Context: an optimization exercise on an open-source flow, tuned for small area, a short achievable clock period and few clock cycles per item. The choices shown serve that exercise and are no tape-out recipe. Only simulation tests tie the RTL to the original design; equivalence was not proved.

main:
Design filtro_fir_eq, start of the top module:
module filtro_fir_eq #(
  parameter int TAPS = TAPS_DEF,
  parameter int NSTG = 3             
) (
  input  logic                       clock,
  input  logic                       reset,
  input  logic signed [SAMPLE_W-1:0] sample_in,
  input  logic                       sample_valid,
  input  logic                       coef_we,
  input  logic [$clog2(TAPS)-1:0]    coef_addr,
  input  logic signed [COEF_W-1:0]   coef_data,
  output logic [SAMPLE_W-1:0]        dac_out_data,
  output logic                       dac_out_valid,
  input  logic                       dac_out_ready,
  output logic                       busy,
  output logic                       overrun,
  output logic                       coef_err
);
==> flow/config.mk <==
export PLATFORM = sky130hd
export DESIGN_NAME = filtro_fir_eq
export DESIGN_NICKNAME = filtro_fir_eq
export VERILOG_FILES = /design/flow/design.v
export SDC_FILE = /design/flow/constraint.sdc
export NUM_CORES = 4
export LEC_CHECK = 0
export ABC_AREA = 1
export CAP_MARGIN = 20
export CORE_MARGIN = 2
export CORE_UTILIZATION = 55
export SETUP_SLACK_MARGIN = 5
export SLEW_MARGIN = 20
==> flow/constraint.sdc <==
create_clock -name core_clock -period 10.0 [get_ports {clock}]
set_input_delay 2.0000 -clock core_clock [delete_from_list [all_inputs] [get_ports {clock}]]
set_output_delay 2.0000 -clock core_clock [all_outputs]
set_load 0.01 [all_outputs]
standard.sh (not shown) runs the stock make flow with config.mk's settings and CLKGATE_MAP_FILE= SYNTH_SCRIPT=/design/flow/synth_recipe.tcl, a recipe that flattens the netlist after the stock synthesis.
==> flow/flow/run.sh <==
#!/bin/bash
# Own flow: the standard layout with three changes.
# Synthesis: synth_recipe.tcl with Yosys's early "abc -fast" skipped
# (synth -noabc) so that the carry-save tree written in the RTL reaches
# extract_fa unchanged and maps to full-adder cells without inverters, and
# the Booth selector modules mapped to cells (flow/booth_map.v) before
# flattening. Registers, flattening and renaming are those of
# synth_recipe.tcl. Layout: timing repaired towards a 3.15 ns period (slack
# margin 6.85 ns at the design's 10 ns clock; the constraints are
# unchanged), and CTS without dummy loads.
set -euo pipefail
W=$PWD
head -1 synth_recipe.tcl | grep -q '^proc synth {args} { yosys synth -nofsm -noshare {\*}$args }$'
{ echo "set ::booth_map {$W/flow/booth_map.v}"
  cat flow/synth_head.tcl
  tail -n +2 synth_recipe.tcl; } > flow_synth.tcl
sed "s#SYNTH_SCRIPT=[^ ]*synth_recipe.tcl#SYNTH_SCRIPT=$W/flow_synth.tcl#" standard.sh > flow_standard.sh
grep -q flow_synth.tcl flow_standard.sh
bash flow_standard.sh SETUP_SLACK_MARGIN=6.85 \
  CTS_ARGS="-sink_clustering_enable -repair_clock_nets -dont_use_dummy_load" \
  finish > flow_standard.log 2>&1
==> flow/flow/booth_map.v <==
module booth_sel (input one, two, neg, a, b, output p);
  wire n;  // ~((one & a) | (two & b))
  sky130_fd_sc_hd__a22oi_1 g_sel (.A1(one), .A2(a), .B1(two), .B2(b), .Y(n));
  sky130_fd_sc_hd__xnor2_1 g_neg (.A(n), .B(neg), .Y(p));
endmodule

module booth_sel0 (input one, neg, a, output p);
  wire n;  // ~(one & a)
  sky130_fd_sc_hd__nand2_1 g_sel (.A(one), .B(a), .Y(n));
  sky130_fd_sc_hd__xnor2_1 g_neg (.A(n), .B(neg), .Y(p));
endmodule

module booth_seln (input one, two, neg, a, b, output p);
  wire n;  // ~((one & a) | (two & b))
  sky130_fd_sc_hd__a22oi_1 g_sel (.A1(one), .A2(a), .B1(two), .B2(b), .Y(n));
  sky130_fd_sc_hd__xor2_1 g_neg (.A(n), .B(neg), .X(p));
endmodule
==> flow/flow/synth_head.tcl <==
# Replaces the first line of synth_recipe.tcl (its synth wrapper): the same
# -nofsm -noshare, plus -noabc (no early "abc -fast", so the carry-save tree
# reaches extract_fa as written), and, once before the first synth call
# (design still hierarchical), the Booth selector modules mapped to cells.
set ::booth_mapped 0
proc synth {args} {
  if {!$::booth_mapped} {
    set ::booth_mapped 1
    yosys techmap -map $::booth_map
  }
  yosys synth -nofsm -noshare -noabc {*}$args
}
main was carried through to the last stage, and its layout satisfied the timing, DRC and antenna checks.
Testbench counts of main, summed over its fixed seeds: cycles 2,096, items 2,048.
Changes in the feature branch relative to main:
Settings: a change of CORE_UTILIZATION from 55 to 50.
--- a/flow/flow/run.sh
+++ b/flow/flow/run.sh
@@ -7,4 +7,4 @@
 # flattening. Registers, flattening and renaming are those of
-# synth_recipe.tcl. Layout: timing repaired towards a 3.15 ns period (slack
-# margin 6.85 ns at the design's 10 ns clock; the constraints are
+# synth_recipe.tcl. Layout: timing repaired towards a 3.25 ns period (slack
+# margin 6.75 ns at the design's 10 ns clock; the constraints are
 # unchanged), and CTS without dummy loads.
@@ -18,3 +18,3 @@
 grep -q flow_synth.tcl flow_standard.sh
-bash flow_standard.sh SETUP_SLACK_MARGIN=6.85 \
+bash flow_standard.sh SETUP_SLACK_MARGIN=6.75 \
   CTS_ARGS="-sink_clustering_enable -repair_clock_nets -dont_use_dummy_load" \
Compared with main, in the feature branch initial cell density of the core lower, worst hold margin down 0.0066 ns.
For main, the cell with the biggest individual delay on the critical path was sky130_fd_sc_hd__edfxtp_1, unlike the feature branch, where it was sky130_fd_sc_hd__dfrtp_2.
[compare] base=main new=the feature branch: final cell count without fillers grew by 173; critical path's largest stage delay rose 0.09 ns.

static timing again, ports no longer ideal:
Ports are ideal in the flow. The routed layouts listed here were re-timed in OpenROAD.
Step 1, drivers: a clkbuf_16 drives clock and a buf_2 each remaining input, both assumed.
Step 2 also shifts input and output timing later by t, the mid clock arrival at the registers, as if the neighbouring blocks saw the same clock.
a / b / c = ideal ports / drivers / drivers and shift; a / b = the first two.
run	t, ns	setup WS [ns]	slew at the worst register clock pin (ns)
main	0.903	6.637 / 6.536 / 6.169	0.07 / 0.07
the feature branch	0.894	6.577 / 6.484 / 6.052	0.07 / 0.07
After both steps setup and hold are still met in every run listed. For the feature branch, which loses most, drivers alone change the setup slack by -0.093 ns; drivers and shift together by -0.525 ns.
